Background: an optimization exercise with open tools, aiming at small area and a short achievable clock period. Do not read the settings as production practice.
At most, simulation tests tie the RTL to the original design; equivalence was not proved.
No driver is modelled on the clock port, so clocking that relies on it looks cheaper here than on a real chip.

Setup of before:
==> flow/design.v <==
module fs_wbit (
  input  logic q,
  input  logic we,
  input  logic nwe,
  input  logic wd,
  output logic d
);
  assign d = (q & nwe) | (wd & we);
endmodule
module fs_rpair (
  input  logic sn0,
  input  logic d0,
  input  logic sn1,
  input  logic d1,
  output logic y
);
  assign y = !((sn0 | d0) & (sn1 | d1));
endmodule
module fs_nor2 (
  input  logic a,
  input  logic b,
  output logic y
);
  assign y = !(a | b);
endmodule
module fs_nand2 (
  input  logic a,
  input  logic b,
  output logic y
);
  assign y = !(a & b);
endmodule
module fs_nand4 (
  input  logic [3:0] a,
  output logic       y
);
  assign y = !(&a);
endmodule
module fs_rbit (
  input  logic [255:0] sn,
  input  logic [255:0] d,
  output logic         q
);
  logic [127:0] y1;
  logic [63:0]  y2;
  logic [15:0]  y3;
  logic [7:0]   y4;
  logic [1:0]   y5;
  for (genvar i = 0; i < 128; i++) begin : g_l1
    fs_rpair u (.sn0(sn[2*i]), .d0(d[2*i]), .sn1(sn[2*i+1]), .d1(d[2*i+1]), .y(y1[i]));
  end
  for (genvar i = 0; i < 64; i++) begin : g_l2
    fs_nor2 u (.a(y1[2*i]), .b(y1[2*i+1]), .y(y2[i]));
  end
  for (genvar i = 0; i < 16; i++) begin : g_l3
    fs_nand4 u (.a(y2[4*i+3:4*i]), .y(y3[i]));
  end
  for (genvar i = 0; i < 8; i++) begin : g_l4
    fs_nor2 u (.a(y3[2*i]), .b(y3[2*i+1]), .y(y4[i]));
  end
  for (genvar i = 0; i < 2; i++) begin : g_l5
    fs_nand4 u (.a(y4[4*i+3:4*i]), .y(y5[i]));
  end
  fs_nor2 u_l6 (.a(y5[0]), .b(y5[1]), .y(q));
endmodule
module fs_dec4 (
  input  logic [3:0]  a,
  output logic [15:0] y
);
  for (genvar k = 0; k < 16; k++) begin : g_k
    assign y[k] = (a == 4'(k));
  end
endmodule
module fs_dec4e (
  input  logic [3:0]  a,
  input  logic        en,
  output logic [15:0] y,
  output logic [15:0] yn
);
  for (genvar k = 0; k < 16; k++) begin : g_k
    assign y[k]  = en & (a == 4'(k));
    assign yn[k] = !(en & (a == 4'(k)));
  end
endmodule
module fs_andn #(
  parameter int N = 2
) (
  input  logic [N-1:0] a,
  output logic         y
);
  assign y = &a;
endmodule
module fs_mux2 (
  input  logic s,
  input  logic a0,
  input  logic a1,
  output logic y
);
  assign y = s ? a1 : a0;
endmodule
module fs_pcbit (
  input  logic s_inc_n,
  input  logic vh0,
  input  logic vh1,
  input  logic x,
  input  logic y,
  input  logic a,
  output logic q
);
  assign q = a ^ ((!s_inc_n & x) | (vh0 & y) | (vh1 & y));
endmodule
module fs_incnext (
  input  logic clr,
  input  logic set,
  input  logic s,
  output logic d
);
  assign d = !clr & (set | s);
endmodule
module fs_vhnext (
  input  logic ld,
  input  logic keep,
  input  logic n0,
  input  logic n1,
  input  logic s,
  output logic d
);
  assign d = (ld & (n0 | n1)) | (keep & s);
endmodule
module fetch_stage #(
  parameter int PC_W = 8,
  parameter int INSTR_W = 16,
  parameter logic [INSTR_W-1:0] HALT_INSTR = 16'hFFFF
) (
  input  logic               clk,
  input  logic               rst,
  input  logic [PC_W-1:0]    pc_cur,
  output logic [PC_W-1:0]    pc_next,
  input  logic               redirect_valid,
  input  logic [PC_W-1:0]    redirect_target,
  output logic               id_valid,
  input  logic               id_ready,
  output logic [INSTR_W-1:0] id_instr,
  output logic [PC_W-1:0]    id_pc,
  input  logic               imem_we,
  input  logic [PC_W-1:0]    imem_waddr,
  input  logic [INSTR_W-1:0] imem_wdata,
  output logic               halted
);
  localparam int DEPTH = 1 << PC_W;
  logic [15:0]        wlo, whi, wlo_n, whi_n;
  logic [15:0]        rlo, rhi;
  logic [DEPTH-1:0]   wsel, wsel_n;
  logic [DEPTH-1:0]   rsel_n;
  logic [INSTR_W-1:0] mem   [DEPTH];
  logic [INSTR_W-1:0] mem_d [DEPTH];
  logic [DEPTH-1:0]   col   [INSTR_W];
  logic [INSTR_W-1:0] rdata;
  fs_dec4e u_wdec_lo (.a(imem_waddr[3:0]), .en(1'b1), .y(wlo), .yn(wlo_n));
  fs_dec4e u_wdec_hi (.a(imem_waddr[7:4]), .en(imem_we), .y(whi), .yn(whi_n));
  fs_dec4 u_rdec_lo (.a(pc_cur[3:0]), .y(rlo));
  fs_dec4 u_rdec_hi (.a(pc_cur[7:4]), .y(rhi));
  for (genvar r = 0; r < DEPTH; r++) begin : g_row
    fs_nor2  u_wsel   (.a(whi_n[r/16]), .b(wlo_n[r%16]), .y(wsel[r]));
    fs_nand2 u_wsel_n (.a(whi[r/16]), .b(wlo[r%16]), .y(wsel_n[r]));
    fs_nand2 u_rsel (.a(rhi[r/16]), .b(rlo[r%16]), .y(rsel_n[r]));
    always_ff @(posedge clk)
      mem[r] <= mem_d[r];
    for (genvar c = 0; c < INSTR_W; c++) begin : g_col
      assign col[c][r] = mem[r][c];
      fs_wbit u_wbit (
        .q(mem[r][c]), .we(wsel[r]), .nwe(wsel_n[r]), .wd(imem_wdata[c]),
        .d(mem_d[r][c])
      );
    end
  end
  for (genvar c = 0; c < INSTR_W; c++) begin : g_rbit
    fs_rbit u_rbit (.sn(rsel_n), .d(col[c]), .q(rdata[c]));
  end
  localparam int NCOPY = PC_W / 2;
  logic [NCOPY-1:0] s_inc_n, vh0, vh1;
  logic slot_halt;
  logic halt_hit;
  logic advance;
  logic [3:0] rd_nib_n;
  logic ld, keep;
  logic [NCOPY-1:0] vh0_d, vh1_d, s_inc_n_d;
  assign slot_halt = id_valid & !vh0[0] & !vh1[0];
  assign halt_hit  = slot_halt & id_ready;
  assign advance   = !halted & (!id_valid | id_ready);
  for (genvar k = 0; k < 4; k++) begin : g_hnib
    fs_nand4 u (.a(rdata[4*k+3:4*k]), .y(rd_nib_n[k]));
  end
  for (genvar i = 0; i < PC_W; i++) begin : g_pc
    logic a, x, y;
    fs_mux2 u_a (.s(redirect_valid), .a0(pc_cur[i]), .a1(redirect_target[i]), .y(a));
    if (i == 0) begin : g_b0
      assign x = !redirect_valid;
      fs_andn #(.N(2)) u_y (.a({!redirect_valid, id_ready}), .y(y));
    end else begin : g_bn
      fs_andn #(.N(i + 1)) u_x (.a({!redirect_valid, pc_cur[i-1:0]}), .y(x));
      fs_andn #(.N(i + 2)) u_y (.a({!redirect_valid, id_ready, pc_cur[i-1:0]}), .y(y));
    end
    fs_pcbit u_pcbit (
      .s_inc_n(s_inc_n[i/2]), .vh0(vh0[i/2]), .vh1(vh1[i/2]), .x(x), .y(y), .a(a),
      .q(pc_next[i])
    );
  end
  assign ld   = !redirect_valid & !halt_hit & advance;
  assign keep = !redirect_valid & !halt_hit & !advance;
  for (genvar k = 0; k < NCOPY; k++) begin : g_vh
    fs_vhnext u_vh0_d (.ld(ld), .keep(keep), .n0(rd_nib_n[0]), .n1(rd_nib_n[1]), .s(vh0[k]), .d(vh0_d[k]));
    fs_vhnext u_vh1_d (.ld(ld), .keep(keep), .n0(rd_nib_n[2]), .n1(rd_nib_n[3]), .s(vh1[k]), .d(vh1_d[k]));
    fs_incnext u_inc_d (.clr(redirect_valid), .set(halt_hit | advance), .s(s_inc_n[k]), .d(s_inc_n_d[k]));
  end
  always_ff @(posedge clk or negedge rst) begin
    if (!rst) begin
      halted   <= 1'b0;
      id_valid <= 1'b0;
    end else begin
      if (redirect_valid) begin
        halted   <= 1'b0;
        id_valid <= 1'b0;
      end else if (halt_hit) begin
        halted   <= 1'b1;
        id_valid <= 1'b0;
      end else if (advance) begin
        id_valid <= 1'b1;
      end
    end
  end
  for (genvar k = 0; k < NCOPY; k++) begin : g_state
    always_ff @(posedge clk or negedge rst) begin
      if (!rst) begin
        s_inc_n[k] <= 1'b0;
        vh0[k]     <= 1'b0;
        vh1[k]     <= 1'b0;
      end else begin
        s_inc_n[k] <= s_inc_n_d[k];
        vh0[k]     <= vh0_d[k];
        vh1[k]     <= vh1_d[k];
      end
    end
  end
  always_ff @(posedge clk) begin
    if (!id_valid | id_ready) begin
      id_instr <= rdata;
      id_pc    <= pc_cur;
    end
  end
endmodule
Settings: LEC_CHECK=0, CAP_MARGIN=20, CORE_MARGIN=2, CORE_UTILIZATION=65, CTS_CLUSTER_DIAMETER=80, CTS_CLUSTER_SIZE=28, PLACE_DENSITY=0.75, SETUP_SLACK_MARGIN=2.2, SLEW_MARGIN=20, SYNTH_HIERARCHICAL=1, TNS_END_PERCENT=5; clock period 5.0 ns.
standard.sh (not shown) runs the stock make flow with config.mk's settings and CLKGATE_MAP_FILE= SYNTH_SCRIPT=/design/flow/synth_recipe.tcl, a recipe that flattens the netlist after the stock synthesis.
==> flow/flow/run.sh <==
#!/bin/bash
# Layout flow: the standard ORFS flow (standard.sh, unchanged synthesis,
# floorplan, power grid, placement, CTS and routing), with three changes:
#  - the port buffers that buffer_ports inserts on every input and output
#    are plain sky130_fd_sc_hd__buf_4 cells instead of its default pick;
#  - before global placement, pre_place.tcl gives the upper levels of the
#    memory read tree a stronger drive (same cell function, larger size);
#  - after CTS, post_cts.tcl runs one more setup repair pass.
# Each tool's full output goes to the ORFS logs under orfs/logs and to
# standard.log here.
set -euo pipefail
here=$(cd "$(dirname "$0")" && pwd)
export BUFFER_PORTS_ARGS="-buffer_cell sky130_fd_sc_hd__buf_4"
export PRE_GLOBAL_PLACE_TCL="$here/pre_place.tcl"
export POST_CTS_TCL="$here/post_cts.tcl"
bash standard.sh > standard.log 2>&1
Other scripts of this flow, unchanged in this note and not shown: flow/flow/post_cts.tcl, flow/flow/pre_place.tcl
### before -> after
--- a/flow/design.v
+++ b/flow/design.v
@@ -63,4 +63,30 @@
   end
   fs_nor2 u_l6 (.a(y5[0]), .b(y5[1]), .y(q));
+endmodule
+module fs_dec2 (
+  input  logic [1:0] a,
+  output logic [3:0] y
+);
+  for (genvar k = 0; k < 4; k++) begin : g_k
+    assign y[k] = (a == 2'(k));
+  end
+endmodule
+module fs_and2 (
+  input  logic a,
+  input  logic b,
+  output logic y
+);
+  assign y = a & b;
+endmodule
+module fs_dec4p (
+  input  logic [3:0]  a,
+  output logic [15:0] y
+);
+  logic [3:0] lo, hi;
+  fs_dec2 u_lo (.a(a[1:0]), .y(lo));
+  fs_dec2 u_hi (.a(a[3:2]), .y(hi));
+  for (genvar k = 0; k < 16; k++) begin : g_k
+    fs_and2 u (.a(hi[k/4]), .b(lo[k%4]), .y(y[k]));
+  end
 endmodule
 module fs_dec4 (
@@ -159,6 +185,6 @@
   fs_dec4e u_wdec_lo (.a(imem_waddr[3:0]), .en(1'b1), .y(wlo), .yn(wlo_n));
   fs_dec4e u_wdec_hi (.a(imem_waddr[7:4]), .en(imem_we), .y(whi), .yn(whi_n));
-  fs_dec4 u_rdec_lo (.a(pc_cur[3:0]), .y(rlo));
-  fs_dec4 u_rdec_hi (.a(pc_cur[7:4]), .y(rhi));
+  fs_dec4p u_rdec_lo (.a(pc_cur[3:0]), .y(rlo));
+  fs_dec4p u_rdec_hi (.a(pc_cur[7:4]), .y(rhi));
   for (genvar r = 0; r < DEPTH; r++) begin : g_row
     fs_nor2  u_wsel   (.a(whi_n[r/16]), .b(wlo_n[r%16]), .y(wsel[r]));
Notes after the runs:
Between after and before, it is after whose ratio of final minimum period to clock period is lower, by 6.5 points. after reports its cell type of the slowest stage on the worst timing path as nor2_4 while before reports o21ai_4. Relative to before, sequential share of layout area decreased by 0.20 points in after. Of before and after, before shows the higher maximum number of pins on one net before global-route repair, with after below it. Between before and after, the average cell area after synthesis does not differ in any meaningful way. The last weighted congestion value of the routability-driven placer reported for after is greater than that of before by 5.8%. after against before: via count barely changed; sequential cell area level; post-synthesis share of cell area spent on and, or, nand and nor gates held; worst hold slack after final layout held; routing usage on met1 saw little to no change. Of before and after, the higher minimum clock period belongs to before.
Only the layout flow was run in before; the RTL was not checked for function there.

separate check: timing with driven ports:
No port has a modelled driver above. Below, the same layouts with a new extraction and two added sets of constraints.
Step 1, drivers: a clkbuf_16 drives clk and a buf_2 each remaining input, both assumed.
Step 2, shift: input delay + t, output delay - t, t = (earliest + latest rising clock arrival at the registers) / 2. This alone moves slack from input paths to output paths.
a / b / c = ideal ports / drivers / drivers and shift; a / b = the first two.
run	shift t [ns]	setup WS [ns]	cell pins on the clock port's net
before	1.012	1.547 / 1.361 / 0.644	1
after	0.987	1.874 / 1.763 / 0.776	1
After both steps every run listed still meets setup and hold. For after, which loses most, drivers alone change the setup slack by -0.111 ns; drivers and shift together by -1.098 ns.
